What follows belongs to an exercise in optimizing a design on an open flow for small area, a short achievable clock period and few clock cycles; a production flow would make more cautious choices. In this exercise RTL edits were held to simulation tests only and were not proved equivalent to the original. Power and IR drop assume default switching activity.

File: design/flow/config.mk
export PLATFORM = sky130hd
export DESIGN_NAME = deadlock_avoidance_safety_check_top
export DESIGN_NICKNAME = deadlock_avoidance_safety_check_top
export VERILOG_FILES = /design/flow/design.v
export SDC_FILE = /design/flow/constraint.sdc
export NUM_CORES = 4
export LEC_CHECK = 0
export ABC_CLOCK_PERIOD_IN_PS = 4000
export CAP_MARGIN = 20
export CORE_MARGIN = 2
export CORE_UTILIZATION = 45
export SETUP_SLACK_MARGIN = 2.5
export SLEW_MARGIN = 20
File: design/flow/run.sh
#!/bin/bash
# synth_recipe.tcl (not shown) runs the flow's synth.tcl, then flattens the netlist and writes it again
# the make line also repeats each setting of config.mk as NAME=value (left out here)
make -C /OpenROAD-flow-scripts/flow DESIGN_CONFIG=/design/flow/config.mk WORK_HOME=/design/flow/orfs CLKGATE_MAP_FILE= SYNTH_SCRIPT=/design/flow/synth_recipe.tcl finish
File: design/flow/constraint.sdc
create_clock -name core_clock -period 6.5 [get_ports {clk}]
set_input_delay 1.3000 -clock core_clock [delete_from_list [all_inputs] [get_ports {clk}]]
set_output_delay 1.3000 -clock core_clock [all_outputs]
set_load 0.01 [all_outputs]
File: design/flow/design.v
package dasc_pkg;
    localparam int MAX_PROCESSES_DEF = 16;
    localparam int MAX_RESOURCES_DEF = 16;
    localparam int COUNT_WIDTH_DEF   = 8;
    localparam int CFG_W     = 5;
    localparam int CFG_IDX_W = 1;
    localparam logic [CFG_IDX_W-1:0] CFG_NUM_PROCESSES = 1'b0;
    localparam logic [CFG_IDX_W-1:0] CFG_NUM_RESOURCES = 1'b1;
    localparam logic [CFG_W-1:0]     CFG_RESET_COUNT   = 5'd16;
    localparam logic [2:0] CMD_WRITE_ALLOC = 3'd0;
    localparam logic [2:0] CMD_WRITE_CLAIM = 3'd1;
    localparam logic [2:0] CMD_WRITE_AVAIL = 3'd2;
    localparam logic [2:0] CMD_CHECK       = 3'd3;
    localparam logic [2:0] CMD_REQUEST     = 3'd4;
    localparam logic [1:0] ST_SAFE       = 2'd0;
    localparam logic [1:0] ST_UNSAFE     = 2'd1;
    localparam logic [1:0] ST_OVER_NEED  = 2'd2;
    localparam logic [1:0] ST_OVER_AVAIL = 2'd3;
    typedef enum logic [2:0] {
        OP_NONE,
        OP_CLEAR,
        OP_INIT,
        OP_TEST,
        OP_ADD,
        OP_JUDGE,
        OP_GRANT
    } dp_op_t;
    typedef enum logic [1:0] {
        SEL_SEQ,
        SEL_UNSAFE,
        SEL_NEED,
        SEL_AVAIL
    } out_sel_t;
    typedef struct packed {
        dp_op_t   op;
        logic     clr_j;
        logic     check_start;
        logic     sweep_start;
        logic     next_proc;
        logic     proc_done;
        logic     emit_start;
        logic     emit_next;
        logic     load_out;
        out_sel_t out_sel;
    } dp_cmd_t;
    typedef struct packed {
        logic       j_done;
        logic       clr_done;
        logic       fail;
        logic       flag_need;
        logic       flag_avail;
        logic       i_at_end;
        logic       cur_finished;
        logic       progress;
        logic       count_full;
        logic       k_last;
        logic [2:0] in_command;
        logic       in_last;
        logic       in_row_ok;
    } dp_stat_t;
endpackage
module deadlock_avoidance_safety_check_top #(
    parameter int MAX_PROCESSES = dasc_pkg::MAX_PROCESSES_DEF,
    parameter int MAX_RESOURCES = dasc_pkg::MAX_RESOURCES_DEF,
    parameter int COUNT_WIDTH   = dasc_pkg::COUNT_WIDTH_DEF
) (
    input  logic                 clk,
    input  logic                 rst_n,
    input  logic                 cfg_we,
    input  logic [dasc_pkg::CFG_IDX_W-1:0] cfg_index,
    input  logic [dasc_pkg::CFG_W-1:0]     cfg_data,
    input  logic                 item_valid,
    output logic                 item_ready,
    input  logic [2:0]           item_command,
    input  logic [3:0]           item_process_index,
    input  logic [3:0]           item_resource_index,
    input  logic [7:0]           item_amount,
    input  logic                 item_request_last,
    output logic                 result_valid,
    input  logic                 result_ready,
    output logic [1:0]           result_status,
    output logic [3:0]           result_sequence_process,
    output logic                 result_last
);
    localparam int N = 16;
    localparam logic [3:0] S_CLEAR  = 4'd0;
    localparam logic [3:0] S_IDLE   = 4'd1;
    localparam logic [3:0] S_JLOAD  = 4'd2;    
    localparam logic [3:0] S_JUDGE  = 4'd3;
    localparam logic [3:0] S_GRANT  = 4'd4;
    localparam logic [3:0] S_CSTART = 4'd5;    
    localparam logic [3:0] S_CHECK  = 4'd6;
    localparam logic [3:0] S_WAITR  = 4'd7;    
    localparam logic [3:0] S_WAITD  = 4'd8;    
    logic [3:0]  state_q, state_d;
    logic [4:0]  np_cfg_q, nr_cfg_q;
    logic [15:0] np_mask, nr_mask;
    logic [15:0] cur_q;           
    logic [15:0] jp_q;            
    logic [15:0] gp_q;            
    logic [15:0] fin_q;           
    logic        prog_q;          
    logic [4:0]  count_q;         
    logic [3:0]  order_q [N];
    logic [2:0]  npend_q;         
    logic [1:0]  dup_q;           
    logic        clean_q;         
    logic        safe_q;          
    logic        spend_q;         
    logic [1:0]  scode_q;
    logic [3:0]  k_q;             
    logic [1:0]  code_q;
    logic        out_valid_q;
    logic [1:0]  out_status_q;
    logic [3:0]  out_seq_q;
    logic        out_last_q;
    logic [7:0]  alloc_q [N][N];
    logic [7:0]  claim_q [N][N];
    logic [7:0]  avail_q [N];
    logic [7:0]  req_q   [N];
    logic [8:0]  work_q  [N];     
    logic [7:0]  rc_q    [N];     
    logic [7:0]  ra_q    [N];     
    always_comb
    begin
        for (int j = 0; j < N; j++)
        begin
            np_mask[j] = (j == 0) || ({1'b0, np_cfg_q} > 6'(j));
            nr_mask[j] = (j == 0) || ({1'b0, nr_cfg_q} > 6'(j));
        end
    end
    logic st_clear, st_idle, st_jload, st_judge, st_grant, st_cstart, st_check, st_waitr, st_waitd;
    logic st_run;
    assign st_clear  = (state_q == S_CLEAR);
    assign st_idle   = (state_q == S_IDLE);
    assign st_jload  = (state_q == S_JLOAD);
    assign st_judge  = (state_q == S_JUDGE);
    assign st_grant  = (state_q == S_GRANT);
    assign st_cstart = (state_q == S_CSTART);
    assign st_check  = (state_q == S_CHECK);
    assign st_waitr  = (state_q == S_WAITR);
    assign st_waitd  = (state_q == S_WAITD);
    assign st_run    = st_cstart || st_check;
    logic acc;
    logic [15:0] p_dec, r_dec, base_u;
    logic is_alloc, is_claim, is_avail, is_check, is_req, is_none, is_tbl;
    assign is_alloc = (item_command == 3'd0);
    assign is_claim = (item_command == 3'd1);
    assign is_avail = (item_command == 3'd2);
    assign is_check = (item_command == 3'd3);
    assign is_req   = (item_command == 3'd4);
    assign is_none  = item_command[2] && (item_command[1:0] != 2'd0);
    assign is_tbl   = is_alloc || is_claim;
    assign base_u = ~fin_q & np_mask;
    assign item_ready = !st_clear && (is_none || (is_req && !item_request_last)
                                      || st_idle && (!is_check || !clean_q || spend_q || (npend_q != 3'd7))
                                      || is_avail && (st_grant || st_run || st_waitd || st_waitr)
                                      || is_tbl && (st_waitd || st_waitr || (st_run && !base_u[item_process_index]))
                                      || is_check && clean_q && (st_run || st_waitd) && (dup_q != 2'd3));
    assign acc = item_valid && item_ready;
    always_comb
    begin
        for (int j = 0; j < N; j++)
        begin
            p_dec[j] = (item_process_index == 4'(j));
            r_dec[j] = (item_resource_index == 4'(j));
        end
    end
    logic acc_check, acc_judge, acc_dup_run, acc_dup_idle, tbl_write;
    assign acc_check    = acc && is_check && st_idle && (!clean_q || spend_q);
    assign acc_dup_run  = acc && is_check && (st_run || st_waitd);
    assign acc_dup_idle = acc && is_check && st_idle && clean_q && !spend_q;
    assign acc_judge    = acc && is_req && item_request_last;
    assign tbl_write    = acc && (is_alloc || is_claim || is_avail);
    logic [8:0]   sum  [N];
    logic [8:0]   diff [N];
    logic [N-1:0] le, gtc, req_nz, req_gt_avail;
    logic         fits, over_need, over_avail, jres, jpass;
    always_comb
    begin
        for (int r = 0; r < N; r++)
        begin
            sum[r]          = {1'b0, work_q[r][7:0]} + {1'b0, ra_q[r]};
            le[r]           = work_q[r][8] || ({1'b0, rc_q[r]} <= sum[r]);
            gtc[r]          = (sum[r] > {1'b0, rc_q[r]});
            req_nz[r]       = (work_q[r][7:0] != 8'd0);
            diff[r]         = {1'b0, avail_q[r]} - {1'b0, work_q[r][7:0]};
            req_gt_avail[r] = diff[r][8];
        end
    end
    assign fits       = &(le | ~nr_mask);
    assign over_need  = |(nr_mask & gtc & req_nz);
    assign over_avail = |(nr_mask & req_gt_avail);
    assign jres       = st_judge && (over_need || over_avail);
    assign jpass      = st_judge && !over_need && !over_avail;
    logic [15:0] gt, after, others, after_lo, others_lo, next_sel, rsel;
    logic        have_after, prog, more, step, done, safe;
    logic [3:0]  cur_idx;
    function automatic logic [15:0] lowest(input logic [15:0] v);
        logic [15:0] o;
        logic        seen;
        o    = '0;
        seen = 1'b0;
        for (int j = 0; j < 16; j++)
        begin
            o[j] = v[j] && !seen;
            seen = seen || v[j];
        end
        lowest = o;
    endfunction
    always_comb
    begin
        gt[0] = 1'b0;
        for (int j = 1; j < N; j++)
            gt[j] = gt[j-1] || cur_q[j-1];
        cur_idx = '0;
        for (int j = 0; j < N; j++)
            if (cur_q[j])
                cur_idx = cur_idx | 4'(j);
    end
    assign after      = base_u & gt;
    assign others     = base_u & ~cur_q;
    assign have_after = |after;
    assign after_lo   = lowest(after);
    assign others_lo  = lowest(others);
    assign next_sel   = have_after ? after_lo : ((|others) ? others_lo : cur_q);
    assign prog       = prog_q || fits;
    assign more       = fits ? (|others) : 1'b1;
    assign step       = st_check && ((npend_q == 3'd0)
                                 || ((npend_q == 3'd1) && safe_q && (count_q < {1'b0, k_q})));
    assign done       = step && !have_after && !(prog && more);
    assign safe       = prog;
    assign rsel = step ? next_sel : cur_q;
    logic out_free, deliver, emit_act, emit_load, emit_end, judge_load;
    logic nsingle, direct, sload, settle, k_last;
    logic [1:0] jcode;
    logic [2:0] dup_tot;
    assign k_last     = (k_q == 4'd15) || !np_mask[k_q + 4'd1];
    assign out_free   = !out_valid_q || result_ready;
    assign emit_act   = (npend_q != 3'd0);
    assign deliver    = !emit_act && !spend_q && out_free;
    assign emit_load  = emit_act && out_free;
    assign emit_end   = emit_load && (!safe_q || k_last);
    assign jcode      = st_waitr ? code_q : (over_need ? 2'd2 : 2'd3);
    assign nsingle    = (jres || st_waitr) && !spend_q;
    assign direct     = nsingle && deliver;
    assign sload      = spend_q && !emit_act && out_free;
    assign judge_load = direct || sload;
    assign dup_tot    = dup_q + {2'd0, acc_dup_run};
    assign settle     = !emit_act && !spend_q && ((st_check && done) || st_waitd);
    always_comb
    begin
        state_d = state_q;
        case (state_q)
            S_CLEAR: state_d = S_IDLE;
            S_IDLE:
            begin
                if (acc_check)
                    state_d = S_CSTART;
                else if (acc_judge)
                    state_d = ((cur_q & p_dec) != 16'd0) ? S_JUDGE : S_JLOAD;
            end
            S_JLOAD: state_d = S_JUDGE;
            S_JUDGE:
            begin
                if (jpass)
                    state_d = S_GRANT;
                else
                    state_d = nsingle ? S_IDLE : S_WAITR;
            end
            S_GRANT:  state_d = gp_q[0] ? S_CSTART : S_CHECK;
            S_CSTART: state_d = S_CHECK;
            S_CHECK:
            begin
                if (done)
                    state_d = settle ? S_IDLE : S_WAITD;
            end
            S_WAITD:
            begin
                if (settle)
                    state_d = S_IDLE;
            end
            S_WAITR:
            begin
                if (nsingle)
                    state_d = S_IDLE;
            end
            default: state_d = S_IDLE;
        endcase
    end
    always_ff @(posedge clk or negedge rst_n)
    begin
        if (!rst_n)
        begin
            state_q     <= S_CLEAR;
            np_cfg_q    <= dasc_pkg::CFG_RESET_COUNT;
            nr_cfg_q    <= dasc_pkg::CFG_RESET_COUNT;
            npend_q     <= '0;
            spend_q     <= 1'b0;
            dup_q       <= '0;
            clean_q     <= 1'b0;
            out_valid_q <= 1'b0;
        end
        else
        begin
            if (cfg_we && (cfg_index == dasc_pkg::CFG_NUM_PROCESSES))
                np_cfg_q <= cfg_data;
            if (cfg_we && (cfg_index == dasc_pkg::CFG_NUM_RESOURCES))
                nr_cfg_q <= cfg_data;
            out_valid_q <= (out_valid_q && !result_ready) || emit_load || judge_load;
            if (settle)
                npend_q <= 3'd1 + dup_tot;
            else
                npend_q <= npend_q - {2'd0, emit_end} + {2'd0, acc_dup_idle};
            spend_q <= (spend_q && !sload) || (nsingle && !direct);
            if (settle)
                dup_q <= '0;
            else
                dup_q <= dup_tot;
            if (cfg_we || tbl_write)
                clean_q <= 1'b0;
            else if (acc_check || st_grant)
                clean_q <= 1'b1;
            state_q <= state_d;
        end
    end
    always_ff @(posedge clk)
    begin
        if (st_judge)
            code_q <= over_need ? 2'd2 : 2'd3;
        else if (st_check)
            code_q <= {1'b0, safe};
        if (settle)
            safe_q <= st_waitd ? code_q[0] : safe;
        if (nsingle)
            scode_q <= jcode;
        if (acc && is_req)
            jp_q <= p_dec;
        if (acc_judge)
            gp_q <= p_dec;
        if (acc_check || jpass)
            cur_q <= 16'd1;
        else if (step)
            cur_q <= next_sel;
        else if (acc_judge || (state_d == S_IDLE))
            cur_q <= (acc && is_req) ? p_dec : jp_q;
        if (acc_check || st_grant)
        begin
            fin_q   <= '0;
            prog_q  <= 1'b0;
            count_q <= '0;
        end
        else if (step)
        begin
            if (fits)
            begin
                fin_q   <= fin_q | cur_q;
                count_q <= count_q + 5'd1;
            end
            prog_q <= have_after ? prog : 1'b0;
        end
        if (!emit_act || emit_end)
            k_q <= '0;
        else if (emit_load)
            k_q <= k_q + 4'd1;
        if (emit_load)
        begin
            out_status_q <= safe_q ? dasc_pkg::ST_SAFE : dasc_pkg::ST_UNSAFE;
            out_seq_q    <= safe_q ? order_q[k_q] : 4'd0;
            out_last_q   <= !safe_q || k_last;
        end
        else if (judge_load)
        begin
            out_status_q <= spend_q ? scode_q : jcode;
            out_seq_q    <= 4'd0;
            out_last_q   <= 1'b1;
        end
    end
    for (genvar j = 0; j < N; j++)
    begin : g_order
        always_ff @(posedge clk)
            if (step && fits && (count_q[3:0] == 4'(j)))
                order_q[j] <= cur_idx;
    end
    logic wr_alloc, wr_claim, wr_avail, wr_req;
    assign wr_alloc = acc && is_alloc;
    assign wr_claim = acc && is_claim;
    assign wr_avail = acc && is_avail;
    assign wr_req   = acc && is_req;
    for (genvar r = 0; r < N; r++)
    begin : g_col
        logic [7:0] a_bus, crow, arow;
        logic       a_col, c_col;
        assign a_bus = st_clear ? 8'd0 : (st_grant ? sum[r][7:0] : item_amount);
        assign a_col = st_clear || (wr_alloc && r_dec[r]) || (st_grant && nr_mask[r]);
        assign c_col = st_clear || (wr_claim && r_dec[r]);
        for (genvar p = 0; p < N; p++)
        begin : g_row
            logic a_en, c_en;
            assign a_en = a_col && (st_clear || (wr_alloc && p_dec[p]) || (st_grant && gp_q[p]));
            assign c_en = c_col && (st_clear || p_dec[p]);
            always_ff @(posedge clk)
            begin
                if (a_en)
                    alloc_q[p][r] <= a_bus;
                if (c_en)
                    claim_q[p][r] <= st_clear ? 8'd0 : item_amount;
            end
        end
        always_comb
        begin
            crow = '0;
            arow = '0;
            for (int p = 0; p < N; p++)
            begin
                crow = crow | (claim_q[p][r] & {8{rsel[p]}});
                arow = arow | (alloc_q[p][r] & {8{rsel[p]}});
            end
        end
        always_ff @(posedge clk)
        begin
            if (st_clear)
                avail_q[r] <= 8'd0;
            else if (wr_avail && r_dec[r])
                avail_q[r] <= item_amount;
            else if (st_grant && nr_mask[r])
                avail_q[r] <= diff[r][7:0];
            if (st_clear)
                req_q[r] <= 8'd0;
            else if (wr_req && r_dec[r])
                req_q[r] <= item_amount;
            if (acc_check)
                work_q[r] <= {1'b0, avail_q[r]};
            else if (acc_judge)
                work_q[r] <= {1'b0, r_dec[r] ? item_amount : req_q[r]};
            else if (st_grant)
                work_q[r] <= {1'b0, diff[r][7:0]};
            else if (step && fits)
                work_q[r] <= {work_q[r][8] || sum[r][8], sum[r][7:0]};
            rc_q[r] <= crow;
            ra_q[r] <= arow;
        end
    end
    assign result_valid            = out_valid_q;
    assign result_status           = out_status_q;
    assign result_sequence_process = out_seq_q;
    assign result_last             = out_last_q;
endmodule
==> results.toml, run 1 <==
[status]
outcome = "no timing/DRC/antenna violations"

[logic_synthesis]
yosys_warnings = 11
synth_edf_count = 4316
synth-compound-area-share_pct = 12.8
avgSynthCellArea_um2 = 14.6
muxShareOfSynthArea_pct = 1.30
yosys.area.top_type_share_pct = 66.6
async_flop_share_pct = 0.447
synth_common_cells = "4316 x edfxtp_1, 1086 x nand2_1, 942 x nor2_1"
yosysUniqueCellTypes = 93
yosys_register_bits = 4924
synthAdderAreaFrac_pct = 2.92
synth_ff_type = "edfxtp_1"
seq_area_frac_synth_pct = 73.0
synth_xor_area_share_pct = 0.739
synth_top_cell_by_area = "edfxtp_1"
post-synth-top-count-cell = "edfxtp_1"
synth_fp_nets = 13800
synth_area_leaders = "edfxtp_1 67%, dfxtp_1 6.0%, a222oi_1 3.9%, a22oi_1 3.0%, ha_1 2.6%"
synthSimpleGateAreaFrac_pct = 6.56
synthCells = 13400
syn_area_um2 = 194000
synth_top_family_by_area = "compound AO/OA/AOI/OAI gates"

[routing]
avgRoutedWirePerCell_um = 34.5
wl_um = 745000
first_pass_iters = 14
vias = 140000
drt-vias-per-instance = 6.49
drt_iter0_markers = 24000
drc = 0
detail-route-antenna-nets = 0

[sta]
maxSlewHeadroom_pct = 6.79
worst_slack_ns = 1.24
slew_viol_final = 0
hold_violations = 0
finalSetupViolCount = 0
fin_skew_ns = 0.0920
rsz0062_at_grt = "yes"
final.period_utilization_pct = 80.9
max_freq_mhz = 190
tightest_slew_ns = 1.39
tns_ns = 0
min_period_ns = 5.26
whs_ns = 0.222

[floorplan]
start_util_pct = 45.2
die_y_um = 661
io_pins = 40
die_w_um = 661
num_rows = 241
coreArea_um2 = 431000
die_area_um2 = 437000

[cts]
htree_levels = 6
hold_buffers = 0
clock-sinks = 4924
cts_root_buf = "clkbuf_16"
clkTransAtPathRegs_ns = 0.06
tritoncts = "yes"
cts_buffers = 518
clkLatencyLatePin_ns = 1.09
max-clock-path-buffers = 4

[hold_path]
hold_path_class = "primary input to async pin"

[worst_setup_path]
path_buf_inv = 5
timing.rr.start = "work_q[3][0]"
cpPeakStageDelay_ns = 0.43
slowest_stage = "edfxtp_1"
critPathArrivalTime_ns = 6.23
crit_type = "register to register"
cp_cell_sequence = "ha_2, fa_2, a21o_1, a21oi_2, xor2_2, inv_2, ha_4, a21o_1, a221o_1, nor3_1, or3b_4, o211ai_1, nor4_2, buf_4, a2111o_1, buf_4, nand2_2, nor4_4, o31a_1, buf_6, buf_12, mux2i_1"
end_kind = "register"
required_ns = 7.46
start_kind = "register"
crit_start = "work_q[3][0]"
crit_family = "compound AO/OA/AOI/OAI gates"
cp_max_fo = 8

[run]
cap_violations = 0

[layout]
nNetsFinal = 15900
design_area_um2 = 258000
drive_gt1_share_pct = 29.1
synthToLayoutAreaGrowth_pct = 32.6

[placed_design]
port_buffers = 39
gp_congestion = 0.954
hpwl_um = 401000
dpl_cell_area_um2 = 208000
place_ws_ns = 0.526

[global_routing]
grt_pass1_vias = 126000
antenna_found_initial = 45
overflow = 0
grt_max_degree = 167
grt_usage_pct = 30.6
grt_first_pass_wirelength_um = 957000

[power]
vdd_drop_max_mv = 0.413
comb_power_share_pct = 51.8
switching_share_pct = 41.9
clkPwrFrac_pct = 19.0
intPower_mw = 90.7
leakagePower_nw = 89.4
power_switching_mw = 65.4
power_density_nw_per_um2 = 605
seqPwrFrac_pct = 29.2
[worst paths after layout]
kind                               end  slack [ns]  depth (start not counted)
setup / recovery              cur_q[1]        1.24                         22
hold / removal                dup_q[0]        0.22                          1
setup reg to reg              cur_q[1]        1.24                         22
hold reg to reg            rc_q[11][4]        0.43                          2
max in group asynchronous   state_q[3]        5.83                          1
min in group core_clock    rc_q[11][4]        0.43                          2
[power groups by stage]
| stage | registers, mW | clock network (mW) | logic (mW) |
|---|---|---|---|
| after global placement | 45.9 | 0 | 55.6 |
| after CTS | 45.3 | 29.7 | 68.9 |
| after global routing | 45.8 | 31.0 | 83.1 |
| final | 45.6 | 29.6 | 80.9 |
| after floorplan | 44.7 | 0 | 31.0 |
| after detailed placement | 46.0 | 0 | 55.9 |
[cell usage in the layout (no fill, tap or decap), types with 380 or more instances in the layout]
cell | netlist | routed
a222oi_1 | 766 | 766
a22oi_1 | 777 | 640
buf_12 | 0 | 386
buf_4 | 9 | 531
buf_6 | 3 | 914
clkbuf_16 | 0 | 628
dfxtp_1 | 586 | 579
edfxtp_1 | 4316 | 4316
ha_1 | 399 | 380
inv_1 | 486 | 483
nand2_1 | 1086 | 995
nor2_4 | 0 | 542
[what timing repair did]
item | 4_1_cts | 5_1_grt
resized for setup | 2387 | 1774
pin swaps | 427 | 925
cloned | 111 | 141
setup buffers | 641 | 499
hold endpoints to repair | 0 | 0
endpoints found under the setup margin | 4811 | 4979
[per-layer routing]
| layer | wire length, um | up-vias | global-route usage [%] |
|---|---|---|---|
| met2 | 321000 | 10200 | 45.4 |
| met1 | 274000 | 70500 | 42.4 |
| met3 | 101000 | 1961 | 7.28 |
| met4 | 49100 | 24 | 14.5 |
| met5 | 534 | - | 0 |
| li1 | - | 57200 | - |
[area by class of cell]
class	count	area, um2
Antenna cell	28	70.1
Clock buffer	698	14100
Clock inverter	257	2750
Fill cell	31400	173000
Inverter	488	1850
Multi-Input combinational cell	7099	57200
Sequential cell	4924	142000
Tap cell	5710	7140
Timing Repair Buffer	2355	32900
[flip-flops by register name (all words and copies together), names as in the netlist, 16 cells and up]
register	flops
avail_q	128
jp_q	16
work_q	144
req_q	128
claim_q	2048
ra_q	128
fin_q	16
alloc_q	2048
rc_q	128
order_q	64
cur_q	16
gp_q	16
[logic make-up (layout without fill, tap and decap cells)]
logic type | after synthesis | in the layout
flops | 4924 | 4924
compound gates | 3348 | 3351
simple gates | 2892 | 2903
buf+inv | 1347 | 3798
fa+ha+maj | 434 | 434
mux | 247 | 247
xor+xnor | 164 | 164
other cells | 0 | 28
[stage by stage]
stage	power, mW	instances	utilization, %
2_1_floorplan	75.8	13400	-
3_3_place_gp	102	19200	48.3
3_5_place_dp	102	19200	48.3
4_1_cts	144	20900	56.5
5_1_grt	160	21500	59.9
6_report	156	21600	59.9
Testbench counts, summed over its fixed seeds: cycles 12,408.
==> inputs of run 2 (changes only) <==
--- a/design/flow/design.v
+++ b/design/flow/design.v
@@ -167,14 +167,20 @@
         end
     end
-    logic acc_check, acc_judge, acc_dup_run, acc_dup_idle, tbl_write;
-    assign acc_check    = acc && is_check && st_idle && (!clean_q || spend_q);
-    assign acc_dup_run  = acc && is_check && (st_run || st_waitd);
-    assign acc_dup_idle = acc && is_check && st_idle && clean_q && !spend_q;
-    assign acc_judge    = acc && is_req && item_request_last;
+    logic acc_check, acc_judge, acc_dup_run, acc_dup_idle, tbl_write, wr_avail, wr_req;
+    assign acc_check    = item_valid && is_check && st_idle && (!clean_q || spend_q);
+    assign acc_dup_run  = item_valid && is_check && clean_q && (st_run || st_waitd) && (dup_q != 2'd3);
+    assign acc_dup_idle = item_valid && is_check && st_idle && clean_q && !spend_q && (npend_q != 3'd7);
+    assign acc_judge    = item_valid && is_req && item_request_last && st_idle;
     assign tbl_write    = acc && (is_alloc || is_claim || is_avail);
+    assign wr_avail     = item_valid && is_avail && (st_idle || st_grant || st_run || st_waitd || st_waitr);
+    assign wr_req       = item_valid && is_req && !st_clear && (!item_request_last || st_idle);
     logic [8:0]   sum  [N];
     logic [8:0]   diff [N];
     logic [N-1:0] le, gtc, req_nz, req_gt_avail;
     logic         fits, over_need, over_avail, jres, jpass;
+    logic [7:0] cs_s [N];
+    logic [7:0] cs_c [N];
+    logic [9:0] le_t [N];
+    logic [9:0] gt_t [N];
     always_comb
     begin
@@ -182,6 +188,10 @@
         begin
             sum[r]          = {1'b0, work_q[r][7:0]} + {1'b0, ra_q[r]};
-            le[r]           = work_q[r][8] || ({1'b0, rc_q[r]} <= sum[r]);
-            gtc[r]          = (sum[r] > {1'b0, rc_q[r]});
+            cs_s[r]         = work_q[r][7:0] ^ ra_q[r] ^ ~rc_q[r];
+            cs_c[r]         = (work_q[r][7:0] & ra_q[r]) | (work_q[r][7:0] & ~rc_q[r]) | (ra_q[r] & ~rc_q[r]);
+            le_t[r]         = {2'b01, cs_s[r]} + {1'b0, cs_c[r], 1'b1};
+            gt_t[r]         = {2'b01, cs_s[r]} + {1'b0, cs_c[r], 1'b0};
+            le[r]           = work_q[r][8] || le_t[r][9];
+            gtc[r]          = gt_t[r][9];
             req_nz[r]       = (work_q[r][7:0] != 8'd0);
             diff[r]         = {1'b0, avail_q[r]} - {1'b0, work_q[r][7:0]};
@@ -335,5 +345,5 @@
         if (nsingle)
             scode_q <= jcode;
-        if (acc && is_req)
+        if (wr_req)
             jp_q <= p_dec;
         if (acc_judge)
@@ -341,8 +351,8 @@
         if (acc_check || jpass)
             cur_q <= 16'd1;
-        else if (step)
+        else if (step && !done)
             cur_q <= next_sel;
-        else if (acc_judge || (state_d == S_IDLE))
-            cur_q <= (acc && is_req) ? p_dec : jp_q;
+        else if (st_idle || step || st_waitd || (st_judge && !jpass) || st_waitr)
+            cur_q <= wr_req ? p_dec : jp_q;
         if (acc_check || st_grant)
         begin
@@ -383,21 +393,19 @@
                 order_q[j] <= cur_idx;
     end
-    logic wr_alloc, wr_claim, wr_avail, wr_req;
-    assign wr_alloc = acc && is_alloc;
-    assign wr_claim = acc && is_claim;
-    assign wr_avail = acc && is_avail;
-    assign wr_req   = acc && is_req;
+    logic wr_alloc, wr_claim;
+    logic [15:0] row_ok;
+    assign wr_alloc = item_valid && is_alloc;
+    assign wr_claim = item_valid && is_claim;
+    assign row_ok   = (st_idle || st_waitd || st_waitr) ? 16'hffff : (st_run ? ~base_u : 16'd0);
     for (genvar r = 0; r < N; r++)
     begin : g_col
         logic [7:0] a_bus, crow, arow;
-        logic       a_col, c_col;
         assign a_bus = st_clear ? 8'd0 : (st_grant ? sum[r][7:0] : item_amount);
-        assign a_col = st_clear || (wr_alloc && r_dec[r]) || (st_grant && nr_mask[r]);
-        assign c_col = st_clear || (wr_claim && r_dec[r]);
         for (genvar p = 0; p < N; p++)
         begin : g_row
             logic a_en, c_en;
-            assign a_en = a_col && (st_clear || (wr_alloc && p_dec[p]) || (st_grant && gp_q[p]));
-            assign c_en = c_col && (st_clear || p_dec[p]);
+            assign a_en = st_clear || (wr_alloc && r_dec[r] && p_dec[p] && row_ok[p])
+                          || (st_grant && gp_q[p] && nr_mask[r]);
+            assign c_en = st_clear || (wr_claim && r_dec[r] && p_dec[p] && row_ok[p]);
             always_ff @(posedge clk)
             begin
--- a/design/flow/config.mk
+++ b/design/flow/config.mk
@@ -6,5 +6,4 @@
 export NUM_CORES = 4
 export LEC_CHECK = 0
-export ABC_CLOCK_PERIOD_IN_PS = 4000
 export CAP_MARGIN = 20
 export CORE_MARGIN = 2
@@ -12,2 +11,3 @@
 export SETUP_SLACK_MARGIN = 2.5
 export SLEW_MARGIN = 20
+export TNS_END_PERCENT = 10
==> results.toml, run 2 <==
[floorplan]
coreArea_um2 = 446000
die_w_um = 674
die_area_um2 = 454000
num_rows = 245
io_pins = 40
die_y_um = 674
start_util_pct = 45.3

[cts]
tritoncts = "yes"
cts_root_buf = "clkbuf_16"
cts_buffers = 483
clkLatencyLatePin_ns = 1.12
clock-sinks = 4924
htree_levels = 5
max-clock-path-buffers = 4
clkTransAtPathRegs_ns = 0.07

[hold_path]
min_path_cells = 2
min-delay-start = "claim_q[8][1]"
hold_path_class = "register to register"
whs_endpoint = "rc_q[8][1]"

[routing]
drt-vias-per-instance = 6.44
drt_iter0_markers = 22000
first_pass_iters = 9
wl_um = 738000
dr_wl_met2_um = 325000
routed.top_layer = "met5"
detail-route-antenna-nets = 0
dr_wl_met3_um = 92300
drc = 0
vias = 139000
avgRoutedWirePerCell_um = 34.2
wl_met1_um = 279000

[logic_synthesis]
synth_top_cell_by_area = "edfxtp_1"
syn_area_um2 = 202000
synth_common_cells = "4316 x edfxtp_1, 1443 x nand2_1, 885 x o21ai_0"
seq_area_frac_synth_pct = 70.3
yosys_warnings = 15
synthCells = 14300
post-synth-top-count-cell = "edfxtp_1"
async_flop_share_pct = 0.447
yosys_register_bits = 4924
synth_edf_count = 4316
synth_ff_type = "edfxtp_1"
yosys.area.top_type_share_pct = 64.2
synth_fp_nets = 14900
synth_area_leaders = "edfxtp_1 64%, dfxtp_1 5.8%, nand2_1 2.7%, a222oi_1 2.4%, ha_1 2.4%"
yosysUniqueCellTypes = 96
avgSynthCellArea_um2 = 14.1

[global_routing]
grt_first_pass_wirelength_um = 974000
grt_usage_pct = 30.0
overflow = 0
grt_pass1_vias = 127000
grt_max_degree = 150
antenna_found_initial = 69

[placed_design]
placed_cells = 20100
port_buffers = 39
hpwl_um = 435000
dpl_cell_area_um2 = 214000
gp_congestion = 0.965

[run]
cap_violations = 0

[worst_setup_path]
timing.rr.start = "work_q[8][4]"
reg2reg_slack_ns = 1.80
end_kind = "output pin"
critPathArrivalTime_ns = 3.45
start_kind = "register"
required_ns = 5.20
r2r_cells = 20
crit_type = "register to output pin"
r2r-end = "out_last_q"
cp_max_fo = 8

[power]
power_switching_mw = 55.8
seqPwrFrac_pct = 38.6
total_power_mw = 143
clkPwrFrac_pct = 19.9
switching_share_pct = 39.1
comb_power_share_pct = 41.5
leakagePower_nw = 83.9
power_density_nw_per_um2 = 597
intPower_mw = 87.1
vdd_drop_max_mv = 0.520

[sta]
tightest_slew_ns = 1.29
fin_skew_ns = 0.114
final.period_utilization_pct = 73.0
tns_ns = 0
min_period_ns = 4.75
hold_violations = 0
rsz0062_at_grt = "yes"
finalSetupViolCount = 0
slew_viol_final = 0
max_freq_mhz = 211
maxSlewHeadroom_pct = 13.8

[layout]
fillers = 36100
register_area_um2 = 142000
design_area_um2 = 239000
final_common_cell = "edfxtp_1"
synthToLayoutAreaGrowth_pct = 18.6
final_util_pct = 53.7
drive_gt1_share_pct = 16.0
fin_cells = 21600
final_cell_mix = "4316 x edfxtp_1, 1409 x nand2_1, 868 x buf_4"
nNetsFinal = 15700
multi_input_area_um2 = 55700
reg.largest.list = "alloc_q (2048), claim_q (2048), work_q (144)"

[status]
outcome = "no timing/DRC/antenna violations"
-- run 2: cell types whose count changed after synthesis, sizes merged, moves of 185 or more --
cell and change:
a221oi +324, o22ai +239, inv +347, a211o -185, a222oi -277, nand2 +357
nand4 -234, a22o +467, o21ai +357, nand3 +188, a22oi -482, nor2 -543
-- run 2: metrics by stage --
stage | hold WS [ns] | worst slack, ns
6_report | 0.437 | 1.75
4_1_cts | 0.440 | 1.76
5_1_grt | 0.458 | 1.71
3_5_place_dp | 0.449 | 0.773
3_3_place_gp | 0.444 | 0.865
2_1_floorplan | 0.431 | 1.70
-- run 2: repair_timing --
action | in CTS | in global routing
pin swaps | 108 | 183
hold endpoints to repair | 0 | 0
gates resized for setup | 379 | 445
cloned | 30 | 89
setup buffers | 181 | 162
endpoints found under the setup margin | 1127 | 2073
hold buffers | 0 | 0
-- run 2: final cells by class --
cell class / instances / share of cell area [%]
Sequential cell: 4924 / 59.3
Multi-Input combinational cell: 7630 / 23.3
Timing Repair Buffer: 1298 / 6.22
Clock buffer: 662 / 5.63
Tap cell: 5928 / 3.10
Inverter: 834 / 1.31
Clock inverter: 257 / 1.09
Antenna cell: 48 / 0.0502
-- run 2: power groups by stage --
stage / Sequential (mW) / Clock [mW] / Combinational [mW]
final: 55.2 / 28.5 / 59.3
after global routing: 56.0 / 29.9 / 62.0
after CTS: 55.0 / 28.6 / 53.3
after detailed placement: 55.7 / 0 / 50.2
after global placement: 55.4 / 0 / 49.7
after floorplan: 54.0 / 0 / 28.8
-- run 2: kinds of logic after synthesis --
family          Yosys count  synth area share (%)
mux                      88                 0.461
fa+ha+maj               546                  3.99
flops                  4924                  70.3
xor+xnor                171                 0.742
compound gates         3975                  14.7
simple gates           2847                  6.33
buf+inv                1779                  3.50
-- run 2: critical path, stage by stage, from the launching register on --
cell and delay (ns):
dfstp_4 0.52, buf_4 0.16, a31oi_4 0.21, nor2_4 0.11, mux4_2 0.48, nand2_2 0.09
o21ai_2 0.07, a21oi_2 0.20, nand3_4 0.18, a21oi_4 0.19, buf_2 0.15
-- run 2: how the worst max path moves through the flow --
stage                         startpoint         endpoint  slack (ns)
final                        np_cfg_q[4]       item_ready        1.75
after CTS                    np_cfg_q[2]       item_ready        1.76
after global placement      work_q[1][1]     out_seq_q[2]        0.87
after global routing         np_cfg_q[0]       item_ready        1.71
after floorplan           item_amount[7]  alloc_q[104][7]        1.70
after detailed placement          k_q[2]      rc_q[15][1]        0.77
-- run 2: layer usage --
layer	global-route usage, %	up-vias
li1	-	57900
met1	41.7	70000
met3	6.57	1649
met2	45.2	9452
met5	0.117	-
met4	13.7	38
Testbench counts of run 2, summed over its fixed seeds: cycles 12,362.
==> inputs of run 3 (changes only) <==
--- a/design/flow/design.v
+++ b/design/flow/design.v
@@ -99,4 +99,6 @@
     logic [15:0] jp_q;            
     logic [15:0] gp_q;            
+    logic [15:0] rowok_q;         
+    logic        ovn_q, ova_q;    
     logic [15:0] fin_q;           
     logic        prog_q;          
@@ -156,5 +158,5 @@
                                       || st_idle && (!is_check || !clean_q || spend_q || (npend_q != 3'd7))
                                       || is_avail && (st_grant || st_run || st_waitd || st_waitr)
-                                      || is_tbl && (st_waitd || st_waitr || (st_run && !base_u[item_process_index]))
+                                      || is_tbl && (st_waitd || st_waitr || (st_run && rowok_q[item_process_index]))
                                       || is_check && clean_q && (st_run || st_waitd) && (dup_q != 2'd3));
     assign acc = item_valid && item_ready;
@@ -202,6 +204,6 @@
     assign over_need  = |(nr_mask & gtc & req_nz);
     assign over_avail = |(nr_mask & req_gt_avail);
-    assign jres       = st_judge && (over_need || over_avail);
-    assign jpass      = st_judge && !over_need && !over_avail;
+    assign jres       = st_grant && (ovn_q || ova_q);
+    assign jpass      = st_grant && !ovn_q && !ova_q;
     logic [15:0] gt, after, others, after_lo, others_lo, next_sel, rsel;
     logic        have_after, prog, more, step, done, safe;
@@ -252,5 +254,5 @@
     assign emit_load  = emit_act && out_free;
     assign emit_end   = emit_load && (!safe_q || k_last);
-    assign jcode      = st_waitr ? code_q : (over_need ? 2'd2 : 2'd3);
+    assign jcode      = st_waitr ? code_q : (ovn_q ? 2'd2 : 2'd3);
     assign nsingle    = (jres || st_waitr) && !spend_q;
     assign direct     = nsingle && deliver;
@@ -272,12 +274,12 @@
             end
             S_JLOAD: state_d = S_JUDGE;
-            S_JUDGE:
+            S_JUDGE:  state_d = S_GRANT;
+            S_GRANT:
             begin
-                if (jpass)
-                    state_d = S_GRANT;
-                else
+                if (jres)
                     state_d = nsingle ? S_IDLE : S_WAITR;
+                else
+                    state_d = gp_q[0] ? S_CSTART : S_CHECK;
             end
-            S_GRANT:  state_d = gp_q[0] ? S_CSTART : S_CHECK;
             S_CSTART: state_d = S_CHECK;
             S_CHECK:
@@ -330,5 +332,5 @@
             if (cfg_we || tbl_write)
                 clean_q <= 1'b0;
-            else if (acc_check || st_grant)
+            else if (acc_check || jpass)
                 clean_q <= 1'b1;
             state_q <= state_d;
@@ -338,5 +340,10 @@
     begin
         if (st_judge)
-            code_q <= over_need ? 2'd2 : 2'd3;
+        begin
+            ovn_q <= over_need;
+            ova_q <= over_avail;
+        end
+        if (st_grant)
+            code_q <= ovn_q ? 2'd2 : 2'd3;
         else if (st_check)
             code_q <= {1'b0, safe};
@@ -349,11 +356,15 @@
         if (acc_judge)
             gp_q <= p_dec;
-        if (acc_check || jpass)
+        if (acc_check || st_judge)
             cur_q <= 16'd1;
         else if (step && !done)
             cur_q <= next_sel;
-        else if (st_idle || step || st_waitd || (st_judge && !jpass) || st_waitr)
+        else if (st_idle || step || st_waitd || jres || st_waitr)
             cur_q <= wr_req ? p_dec : jp_q;
-        if (acc_check || st_grant)
+        if (acc_check || jpass)
+            rowok_q <= ~np_mask;
+        else
+            rowok_q <= ~np_mask | fin_q;
+        if (acc_check || jpass)
         begin
             fin_q   <= '0;
@@ -397,5 +408,5 @@
     assign wr_alloc = item_valid && is_alloc;
     assign wr_claim = item_valid && is_claim;
-    assign row_ok   = (st_idle || st_waitd || st_waitr) ? 16'hffff : (st_run ? ~base_u : 16'd0);
+    assign row_ok   = (st_idle || st_waitd || st_waitr) ? 16'hffff : (st_run ? rowok_q : 16'd0);
     for (genvar r = 0; r < N; r++)
     begin : g_col
@@ -406,5 +417,5 @@
             logic a_en, c_en;
             assign a_en = st_clear || (wr_alloc && r_dec[r] && p_dec[p] && row_ok[p])
-                          || (st_grant && gp_q[p] && nr_mask[r]);
+                          || (jpass && gp_q[p] && nr_mask[r]);
             assign c_en = st_clear || (wr_claim && r_dec[r] && p_dec[p] && row_ok[p]);
             always_ff @(posedge clk)
@@ -432,5 +443,5 @@
             else if (wr_avail && r_dec[r])
                 avail_q[r] <= item_amount;
-            else if (st_grant && nr_mask[r])
+            else if (jpass && nr_mask[r])
                 avail_q[r] <= diff[r][7:0];
             if (st_clear)
@@ -442,5 +453,5 @@
             else if (acc_judge)
                 work_q[r] <= {1'b0, r_dec[r] ? item_amount : req_q[r]};
-            else if (st_grant)
+            else if (jpass)
                 work_q[r] <= {1'b0, diff[r][7:0]};
             else if (step && fits)
==> results.toml, run 3 <==
[status]
outcome = "no timing/DRC/antenna violations"

[worst_setup_path]
r2r_cells = 13
r2r-end = "work_q[10][3]"
timing.rr.start = "nr_cfg_q[1]"
required_ns = 7.26
endpoint = "work_q[10][3]"
end_kind = "register"
start_kind = "register"
cp_cell_sequence = "buf_4, o21ai_0, nand2_1, nand3b_1, o211ai_1, nor4_4, nand4_1, buf_6, nor2_4, buf_6, or2_4, buf_12, buf_16"
slowest_stage = "dfrtp_1"
reg2reg_slack_ns = 1.63
crit_start = "nr_cfg_q[1]"
cp_max_fo = 10
crit_type = "register to register"
cpPeakStageDelay_ns = 0.68
critPathArrivalTime_ns = 5.63
cpMostUsedCell = "buf_6"

[logic_synthesis]
synth_top_cell_by_area = "edfxtp_1"
yosysUniqueCellTypes = 99
synth_edf_count = 4318
yosys_register_bits = 4942
synth_area_leaders = "edfxtp_1 64%, dfxtp_1 6.0%, a22oi_1 2.7%, a222oi_1 2.7%, nand2_1 2.6%"
post-synth-top-count-cell = "edfxtp_1"
synth_common_cells = "4318 x edfxtp_1, 1395 x nand2_1, 951 x o21ai_0"
synth_fp_nets = 14900
synth_ff_type = "edfxtp_1"
seq_area_frac_synth_pct = 70.5
avgSynthCellArea_um2 = 14.1
syn_area_um2 = 202000
yosys_warnings = 15
yosys.area.top_type_share_pct = 64.3
synthCells = 14300
async_flop_share_pct = 0.445

[layout]
drive_gt1_share_pct = 14.9
final_cell_mix = "4318 x edfxtp_1, 1362 x nand2_1, 937 x buf_4"
synthToLayoutAreaGrowth_pct = 17.1
fillers = 36700
final_common_cell = "edfxtp_1"
nNetsFinal = 15700
reg.largest.list = "alloc_q (2048), claim_q (2048), work_q (144)"
design_area_um2 = 236000
final_util_pct = 53.0

[cts]
tritoncts = "yes"
htree_levels = 6
cts_buffers = 520
max-clock-path-buffers = 4
clkLatencyLatePin_ns = 1.10
clock-sinks = 4942
cts_root_buf = "clkbuf_16"
clkTransAtPathRegs_ns = 0.06

[routing]
avgRoutedWirePerCell_um = 35.1
wl_um = 756000
drt_iter0_markers = 23500
first_pass_iters = 13
drc = 0
detail-route-antenna-nets = 0
vias = 142000
drt-vias-per-instance = 6.58

[placed_design]
gp_congestion = 0.963
port_buffers = 39
hpwl_um = 452000
dpl_cell_area_um2 = 214000

[global_routing]
grt_usage_pct = 31.3
overflow = 0
grt_max_degree = 177
use_met3_pct = 8.71
grt.busiest_layer = "met2"
grt_pass1_vias = 130000
grt_use_met2_pct = 46.3
grt_first_pass_wirelength_um = 1010000
antenna_found_initial = 85
use_met1_pct = 42.4

[floorplan]
die_w_um = 674
num_rows = 245
coreArea_um2 = 446000
io_pins = 40
die_area_um2 = 454000
die_y_um = 674
start_util_pct = 45.2

[sta]
hold_violations = 0
maxSlewHeadroom_pct = 11.5
whs_ns = 0.429
final.period_utilization_pct = 75.0
finalSetupViolCount = 0
max_freq_mhz = 205
tightest_slew_ns = 1.33
tns_ns = 0
rsz0062_at_grt = "yes"
fin_skew_ns = 0.0740
slew_viol_final = 0
min_period_ns = 4.87

[power]
leakagePower_nw = 82.6
power_density_nw_per_um2 = 532
total_power_mw = 126
vdd_drop_max_mv = 0.362

[run]
cap_violations = 0

[hold_path]
hold_path_class = "register to register"
==> run 3: worst min path at each step <==
stage	slack, ns	start	depth (start not counted)	endpoint
floorplan	0.42	alloc_q[90][5]	2	ra_q[10][5]
global placement	0.43	alloc_q[238][0]	1	ra_q[14][0]
finish	0.43	claim_q[232][1]	2	rc_q[8][1]
detailed placement	0.44	alloc_q[229][2]	1	ra_q[5][2]
CTS	0.43	alloc_q[235][6]	1	ra_q[11][6]
global route	0.45	claim_q[232][7]	1	rc_q[8][7]
==> run 3: area by class of cell <==
cell class	count	area [um2]	share of cell area [%]
Antenna cell	86	215	0.0911
Clock buffer	717	14500	6.13
Clock inverter	236	2720	1.15
Inverter	647	2450	1.04
Multi-Input combinational cell	7788	55100	23.3
Sequential cell	4942	142000	60.2
Tap cell	5928	7420	3.14
Timing Repair Buffer	1185	11600	4.92
==> run 3: repair_timing <==
action | 4_1_cts | 5_1_grt
endpoints found under the setup margin | 1156 | 1394
setup buffers | 72 | 130
gates resized for setup | 132 | 269
cloned | 18 | 38
hold buffers | 0 | 0
pin swaps | 23 | 66
==> run 3: logic make-up (layout without fill, tap and decap cells) <==
group                    count (synthesis)  in the layout  synth area share (%)
buffers and inverters                 1622           2785                  3.20
flip-flops                            4942           4942                  70.5
XOR/XNOR                               170            170                 0.738
AO/OA/AOI/OAI                         3892           3895                  13.9
adder cells (fa/ha/maj)                546            546                  3.99
multiplexers                           138            138                 0.736
AND/OR/NAND/NOR                       3031           3039                  6.92
other                                    0             86                     0
==> run 3: per-layer routing <==
layer	up-vias	wire [um]
li1	57800	-
met1	71300	281000
met2	10500	325000
met3	2026	104000
met4	50	45900
met5	-	686
==> run 3: stage by stage <==
| step | std cells | setup slack [ns] |
|---|---|---|
| finish | 21500 | 1.63 |
| global route | 21500 | 1.79 |
| CTS | 21300 | 1.91 |
| detailed placement | 20200 | 0.310 |
| global placement | 20200 | 0.311 |
| floorplan | 14300 | 2.21 |
==> run 3: worst max-delay path: cells and delay by family, from the launching register on <==
family / cells / cell delay, ns
simple gates: 6 / 1.85
flops: 1 / 0.68
buf+inv: 5 / 1.15
compound gates: 2 / 0.79
==> run 3: power by group <==
group | internal [mW] | total, mW | leakage, nW | switching [mW]
Sequential | 49.4 | 53.1 | 45.5 | 3.71
Clock | 17.2 | 30.2 | 8.36 | 13.0
Combinational | 12.4 | 42.3 | 28.7 | 29.9
Testbench counts of run 3, summed over its fixed seeds: cycles 12,388.
==> inputs of run 4 (changes only) <==
--- a/design/flow/design.v
+++ b/design/flow/design.v
@@ -337,4 +337,23 @@
         end
     end
+    always_ff @(posedge clk or negedge rst_n)
+    begin
+        if (!rst_n)
+        begin
+            jp_q  <= 16'd1;
+            cur_q <= 16'd1;
+        end
+        else
+        begin
+            if (wr_req)
+                jp_q <= p_dec;
+            if (acc_check || st_judge)
+                cur_q <= 16'd1;
+            else if (step && !done)
+                cur_q <= next_sel;
+            else if (st_idle || step || st_waitd || jres || st_waitr)
+                cur_q <= wr_req ? p_dec : jp_q;
+        end
+    end
     always_ff @(posedge clk)
     begin
@@ -352,14 +371,6 @@
         if (nsingle)
             scode_q <= jcode;
-        if (wr_req)
-            jp_q <= p_dec;
         if (acc_judge)
             gp_q <= p_dec;
-        if (acc_check || st_judge)
-            cur_q <= 16'd1;
-        else if (step && !done)
-            cur_q <= next_sel;
-        else if (st_idle || step || st_waitd || jres || st_waitr)
-            cur_q <= wr_req ? p_dec : jp_q;
         if (acc_check || jpass)
             rowok_q <= ~np_mask;
==> results.toml, run 4 <==
[status]
outcome = "failed layout checks"
violations = "antenna violations"

[floorplan]
die_area_um2 = 466000
die_y_um = 682
num_rows = 249
coreArea_um2 = 459000
io_pins = 40
die_w_um = 682
start_util_pct = 45.1

[logic_synthesis]
avgSynthCellArea_um2 = 13.8
synth_area_leaders = "edfxtp_1 63%, dfxtp_1 5.5%, a22oi_1 3.7%, nand2_1 2.4%, ha_1 2.3%"
seq_area_frac_synth_pct = 68.8
yosysUniqueCellTypes = 90
yosys_warnings = 15
post-synth-top-count-cell = "edfxtp_1"
synth_common_cells = "4318 x edfxtp_1, 1311 x nand2_1, 1033 x a22oi_1"
syn_area_um2 = 207000
yosys.area.top_type_share_pct = 62.6
synthCells = 15000
synth_edf_count = 4318
synth_top_cell_by_area = "edfxtp_1"
async_flop_share_pct = 1.09
synth_fp_nets = 15600
yosys_register_bits = 4942
synth_ff_type = "edfxtp_1"

[worst_setup_path]
cp_max_fo = 5
cpPeakStageDelay_ns = 0.55
start_kind = "primary input"
end_kind = "output pin"
critPathArrivalTime_ns = 3.19
cpMostUsedCell = "mux4_2"
cp_cell_sequence = "buf_16, mux4_2, mux4_2, a21oi_2, o31ai_1, nor4_1, nor2_1, buf_2"
required_ns = 5.20
crit_type = "primary input to output pin"
slowest_stage = "mux4_2"

[sta]
finalSetupViolCount = 0
maxSlewHeadroom_pct = 18.9
tightest_slew_ns = 1.20
min_period_ns = 4.49
hold_violations = 0
slew_viol_final = 0
tns_ns = 0
rsz0062_at_grt = "yes"
fin_skew_ns = 0.0962
final.period_utilization_pct = 69.1
max_freq_mhz = 223

[global_routing]
grt_usage_pct = 33.4
grt_pass1_vias = 138000
overflow = 0
grt_max_degree = 173
grt_first_pass_wirelength_um = 1090000
antenna_found_initial = 82

[cts]
htree_levels = 6
clkTransAtPathRegs_ns = 0.06
tritoncts = "yes"
cts_buffers = 525
clock-sinks = 4942
clkLatencyLatePin_ns = 1.13
max-clock-path-buffers = 4
cts_root_buf = "clkbuf_16"
hold_buffers = 0

[placed_design]
placed_cells = 21100
gp_congestion = 0.954
port_buffers = 39
hpwl_um = 482000

[layout]
synthToLayoutAreaGrowth_pct = 19.0
final_common_cell = "edfxtp_1"
fillers = 37600
final_cell_mix = "4318 x edfxtp_1, 1273 x nand2_1, 1028 x buf_4"
drive_gt1_share_pct = 16.5
reg.largest.list = "alloc_q (2048), claim_q (2048), work_q (144)"
nNetsFinal = 16500
multi_input_area_um2 = 61600
register_area_um2 = 143000
fin_cells = 22600

[hold_path]
hold_path_class = "primary input to async pin"

[routing]
detail-route-antenna-nets = 1
first_pass_iters = 9
drc = 0
drt-vias-per-instance = 6.64
vias = 150000
avgRoutedWirePerCell_um = 35.6
wl_um = 804000
drt_iter0_markers = 25400

[run]
cap_violations = 0

[power]
leakagePower_nw = 86.9
power_density_nw_per_um2 = 540
vdd_drop_max_mv = 0.450
-- run 4: changes by cell type after synthesis, moves of 120 or more --
| cell | delta |
|---|---|
| a2111oi_0 | +143 |
| a222oi_1 | -284 |
| a22o_1 | +318 |
| a22oi_1 | +312 |
| and2_1 | +133 |
| and3_1 | +120 |
| clkbuf_1 | +135 |
| nand3_1 | +179 |
| nand4_1 | -223 |
| nor2_1 | -158 |
-- run 4: per-stage QoR --
stage / power (mW) / setup WS, ns / hold WS, ns / area [um2] / util [%]
global placement: 95.7 / 0.587 / 0.440 / 220000 / 48.0
CTS: 131 / 1.89 / 0.404 / 245000 / 53.3
global route: 137 / 1.96 / 0.422 / 246000 / 53.6
floorplan: 74.8 / 1.70 / 0.426 / 207000 / -
finish: 133 / 2.01 / 0.371 / 247000 / 53.7
detailed placement: 96.4 / 0.592 / 0.448 / 221000 / 48.0
-- run 4: cell type report --
cell class                 count  share of cell area, %
antenna                      103                  0.105
tap                         6149                   3.12
sequential                  4942                   57.8
clock inverter               230                  0.970
clock buffer                 723                   5.94
multi-input combinational   8322                   25.0
timing repair buffer        1390                   5.99
inverter                     705                   1.08
-- run 4: path summary, 6_finish.rpt --
kind	from	end	slack (ns)	cells past startpoint
setup / recovery	item_process_index[0]	item_ready	2.01	8
hold / removal	rst_n	out_valid_q	0.37	2
setup reg to reg	work_q[9][6]	cur_q[2]	2.15	18
hold reg to reg	claim_q[7][6]	rc_q[7][6]	0.41	2
max in group asynchronous	rst_n	cur_q[3]	5.38	2
min in group core_clock	claim_q[7][6]	rc_q[7][6]	0.41	2
-- run 4: timing repair --
action	in CTS	in global routing
pin swaps	187	64
endpoints found under the setup margin	1578	1537
buffers inserted	254	65
cloned	51	18
resized for setup	726	129
-- run 4: cells by family (layout without fill, tap and decap cells) --
kind of cell               Yosys count  count (layout)  synth area share (%)
DFF                               4942            4942                  68.8
AOI/OAI and AO/OA                 4289            4292                  14.9
and+or+nand+nor                   3086            3089                  7.26
buffers and inverters             1769            3048                  3.32
muxes                              193             195                 0.986
other                                0             103                     0
xor gates and xnor gates           201             201                 0.850
adders and majority gates          545             545                  3.88
-- run 4: metal layers --
layer  GRT usage (%)  share of wire, %  wire (um)
met5           0.229             0.040        322
met4            17.9               6.3      50700
met3            8.94                14     110000
met2            48.8                43     344000
met1            45.7                37     298000
-- run 4: worst max-delay path, delay by kind of cell --
kind	cells	cell delay (ns)
simple gates	2	0.33
compound gates	2	0.21
buf+inv	2	0.30
mux	2	1.04
-- run 4: report_power, final --
| group | total, mW | switching, mW | internal (mW) | leakage, nW |
|---|---|---|---|---|
| logic | 49.7 | 33.3 | 16.3 | 33.1 |
| clock network | 30.1 | 13.0 | 17.1 | 8.30 |
| registers | 53.5 | 4.58 | 48.9 | 45.4 |
| total | 133 | 50.8 | 82.4 | 86.9 |
Testbench counts of run 4, summed over its fixed seeds: cycles 12,388.
==> inputs of run 5 (changes only) <==
--- a/design/flow/design.v
+++ b/design/flow/design.v
@@ -94,6 +94,6 @@
     localparam logic [3:0] S_WAITD  = 4'd8;    
     logic [3:0]  state_q, state_d;
-    logic [4:0]  np_cfg_q, nr_cfg_q;
-    logic [15:0] np_mask, nr_mask;
+    logic [15:0] np_mask, nr_mask;    
+    logic [15:0] cfg_mask;
     logic [15:0] cur_q;           
     logic [15:0] jp_q;            
@@ -101,4 +101,5 @@
     logic [15:0] rowok_q;         
     logic        ovn_q, ova_q;    
+    logic        ropen_q;         
     logic [15:0] fin_q;           
     logic        prog_q;          
@@ -127,8 +128,5 @@
     begin
         for (int j = 0; j < N; j++)
-        begin
-            np_mask[j] = (j == 0) || ({1'b0, np_cfg_q} > 6'(j));
-            nr_mask[j] = (j == 0) || ({1'b0, nr_cfg_q} > 6'(j));
-        end
+            cfg_mask[j] = (j == 0) || ({1'b0, cfg_data} > 6'(j));
     end
     logic st_clear, st_idle, st_jload, st_judge, st_grant, st_cstart, st_check, st_waitr, st_waitd;
@@ -269,5 +267,5 @@
             begin
                 if (acc_check)
-                    state_d = S_CSTART;
+                    state_d = cur_q[0] ? S_CHECK : S_CSTART;
                 else if (acc_judge)
                     state_d = ((cur_q & p_dec) != 16'd0) ? S_JUDGE : S_JLOAD;
@@ -306,6 +304,6 @@
         begin
             state_q     <= S_CLEAR;
-            np_cfg_q    <= dasc_pkg::CFG_RESET_COUNT;
-            nr_cfg_q    <= dasc_pkg::CFG_RESET_COUNT;
+            np_mask     <= 16'hffff;
+            nr_mask     <= 16'hffff;
             npend_q     <= '0;
             spend_q     <= 1'b0;
@@ -317,7 +315,7 @@
         begin
             if (cfg_we && (cfg_index == dasc_pkg::CFG_NUM_PROCESSES))
-                np_cfg_q <= cfg_data;
+                np_mask <= cfg_mask;
             if (cfg_we && (cfg_index == dasc_pkg::CFG_NUM_RESOURCES))
-                nr_cfg_q <= cfg_data;
+                nr_mask <= cfg_mask;
             out_valid_q <= (out_valid_q && !result_ready) || emit_load || judge_load;
             if (settle)
@@ -343,9 +341,13 @@
             jp_q  <= 16'd1;
             cur_q <= 16'd1;
+            ropen_q <= 1'b0;
         end
         else
         begin
             if (wr_req)
-                jp_q <= p_dec;
+            begin
+                jp_q    <= p_dec;
+                ropen_q <= !item_request_last;
+            end
             if (acc_check || st_judge)
                 cur_q <= 16'd1;
@@ -353,5 +355,5 @@
                 cur_q <= next_sel;
             else if (st_idle || step || st_waitd || jres || st_waitr)
-                cur_q <= wr_req ? p_dec : jp_q;
+                cur_q <= wr_req ? p_dec : (ropen_q ? jp_q : 16'd1);
         end
     end
==> results.toml, run 5 <==
[global_routing]
grt_max_degree = 163
antenna_found_initial = 66
grt_pass1_vias = 152000
grt_usage_pct = 32.7
overflow = 0
grt_first_pass_wirelength_um = 1150000

[floorplan]
coreArea_um2 = 482000
die_y_um = 700
die_area_um2 = 489000
start_util_pct = 45.2
num_rows = 255
die_w_um = 700
io_pins = 40

[worst_setup_path]
reg2reg_slack_ns = 2.02
crit_type = "register to register"
timing.rr.start = "work_q[9][2]"
cp_max_fo = 3
required_ns = 7.22
path_buf_inv = 2
r2r_cells = 14
crit_family = "simple AND/OR/NAND/NOR gates"
slowest_stage = "fa_1"
critPathArrivalTime_ns = 5.20
start_kind = "register"
r2r-end = "ovn_q"
cpPeakStageDelay_ns = 0.53
end_kind = "register"
cp_cell_sequence = "inv_1, fa_1, inv_1, ha_1, a21oi_1, o21ai_0, o2111ai_1, nand4b_1, nand3_1, o211ai_1, a31oi_2, nand4_1, and4b_2, nand4_1"

[layout]
fin_cells = 24500
fillers = 39900
reg.largest.list = "alloc_q (2048), claim_q (2048), work_q (144)"
multi_input_area_um2 = 70100
final_common_cell = "edfxtp_1"
nNetsFinal = 18100
final_cell_mix = "4318 x edfxtp_1, 2369 x nand2_1, 1760 x a22oi_1"
drive_gt1_share_pct = 14.1
synthToLayoutAreaGrowth_pct = 17.1
register_area_um2 = 143000

[logic_synthesis]
yosys.area.top_type_share_pct = 59.5
yosys_warnings = 15
seq_area_frac_synth_pct = 65.7
synth_fp_nets = 17500
syn_area_um2 = 218000
synth_common_cells = "4318 x edfxtp_1, 2405 x nand2_1, 1794 x a22oi_1"
synth_ff_type = "edfxtp_1"
yosys_register_bits = 4963
synth_area_leaders = "edfxtp_1 60%, a22oi_1 6.2%, dfxtp_1 5.2%, nand2_1 4.1%, a222oi_1 2.4%"
yosysUniqueCellTypes = 92
synthCells = 17000
synth_edf_count = 4318
async_flop_share_pct = 1.51
post-synth-top-count-cell = "edfxtp_1"
avgSynthCellArea_um2 = 12.8
synth_top_cell_by_area = "edfxtp_1"

[sta]
hold_violations = 0
max_freq_mhz = 223
final.period_utilization_pct = 69.0
min_period_ns = 4.48
maxSlewHeadroom_pct = 12.2
tightest_slew_ns = 1.32
tns_ns = 0
finalSetupViolCount = 0
fin_skew_ns = 0.0526
slew_viol_final = 0
rsz0062_at_grt = "yes"
whs_ns = 0.293

[cts]
clkLatencyLatePin_ns = 1.11
tritoncts = "yes"
max-clock-path-buffers = 4
hold_buffers = 0
clkTransAtPathRegs_ns = 0.07
cts_root_buf = "clkbuf_16"
clock-sinks = 4963
cts_buffers = 534
htree_levels = 6

[power]
clkPwrFrac_pct = 23.5
power_density_nw_per_um2 = 516
vdd_drop_max_mv = 0.403
leakagePower_nw = 87.4
comb_power_share_pct = 35.8
seqPwrFrac_pct = 40.7
switching_share_pct = 37.9
power_switching_mw = 49.9
intPower_mw = 81.6

[routing]
drc = 0
first_pass_iters = 13
drt-vias-per-instance = 6.68
avgRoutedWirePerCell_um = 34.1
drt_iter0_markers = 27000
vias = 163000
wl_um = 834000
detail-route-antenna-nets = 0

[run]
cap_violations = 0

[placed_design]
placed_cells = 23100
port_buffers = 39
hpwl_um = 513000
gp_congestion = 0.974

[status]
outcome = "no timing/DRC/antenna violations"

[hold_path]
hold_path_class = "primary input to async pin"
## run 5: cell types whose count changed in the layout (fill, tap and decap cells not counted), sizes merged, moves of 263 or more
cell    change
nand2    +1101
nand3     -318
nand4     +487
a22o      -413
a222oi    +263
a22oi     +761
a211oi    +280
## run 5: cell type report
type / instances / area share (%)
inverters: 622 / 0.921
clock buffers: 720 / 5.80
well taps: 6425 / 3.15
clock inverters: 258 / 1.10
diodes: 83 / 0.0815
multi-input cells: 10100 / 27.5
flip-flops and latches: 4963 / 56.1
repair buffers: 1273 / 5.35
## run 5: how the worst max path moves through the flow
stage	start	to	slack [ns]	cells after the start
after global placement	item_process_index[0]	item_ready	0.59	7
after floorplan	item_amount[0]	claim_q[0][0]	2.21	3
after detailed placement	item_process_index[0]	item_ready	0.54	7
after global routing	rowok_q[7]	item_ready	1.95	6
after CTS	rowok_q[7]	item_ready	1.93	6
final	work_q[9][2]	ovn_q	2.02	14
## run 5: cells by family (layout without fill, tap and decap cells)
group                    count (synthesis)  in the layout  synth area share (%)
adder cells (fa/ha/maj)                545            545                  3.69
other                                    0             83                     0
flip-flops                            4963           4963                  65.7
XOR/XNOR                               174            174                 0.700
multiplexers                           157            157                 0.785
AO/OA/AOI/OAI                         5004           5004                  17.0
AND/OR/NAND/NOR                       4243           4252                  8.81
buffers and inverters                 1878           2873                  3.34
## run 5: routing by layer
layer	global-route usage (%)	vias up	wire, um
met5	0	-	291
met4	17.1	28	48900
met3	8.75	2188	112000
met2	47.8	11900	358000
met1	44.7	81400	314000
li1	-	67900	-
## run 5: power by group through the flow
stage	registers, mW	clock network [mW]	logic [mW]
2_1_floorplan	51.5	0	24.4
3_3_place_gp	53.6	0	42.1
3_5_place_dp	53.8	0	42.6
4_1_cts	53.2	31.0	44.8
5_1_grt	54.1	32.3	49.5
6_report	53.5	30.9	47.0
## run 5: stage by stage
| stage | cell area (um2) | utilization (%) | power, mW | worst slack, ns |
|---|---|---|---|---|
| 2_1_floorplan | 218000 | - | 75.8 | 2.21 |
| 3_3_place_gp | 230000 | 47.8 | 95.7 | 0.585 |
| 3_5_place_dp | 230000 | 47.8 | 96.4 | 0.543 |
| 4_1_cts | 253000 | 52.5 | 129 | 1.93 |
| 5_1_grt | 255000 | 52.8 | 136 | 1.95 |
| 6_report | 255000 | 52.9 | 131 | 2.02 |
## run 5: what timing repair did
| action | 4_1_cts | 5_1_grt |
|---|---|---|
| hold endpoints to repair | 0 | 0 |
| pin swaps | 111 | 63 |
| gates cloned | 48 | 16 |
| gates resized for setup | 405 | 180 |
| setup endpoints to repair | 4490 | 2164 |
| buffers inserted | 205 | 61 |
Testbench counts of run 5, summed over its fixed seeds: cycles 12,357.

==> what the ideal ports hide <==
How much do the figures lean on ideal ports? The routed layouts below were timed once more, with nothing changed but the port constraints.
Step 1 assumes that a clkbuf_16 drives the clock port and a buf_2 every other input.
Step 2 moves the port delays by t, midway between the first and last clock arrival at a register: inputs arrive t later, outputs are due t later. That takes back most of the time a late clock gives input paths.
Slacks: ideal ports / drivers / drivers and shift; pairs: ideal ports / drivers.
run | t (ns) | slack for setup (ns) | worst data-port slew with drivers (ns)
run 1 | 1.160 | 1.239 / 1.239 / 0.768 | 0.28
run 2 | 1.154 | 1.753 / 1.637 / 0.682 | 0.32
run 3 | 1.200 | 1.628 / 1.628 / 0.721 | 0.25
run 4 | 1.203 | 2.007 / 1.887 / 0.914 | 0.21
run 5 | 1.227 | 2.017 / 1.882 / 0.782 | 0.32
The setup slack of run 5, which loses most, moves by -0.135 ns with the drivers and by -1.235 ns with both steps.
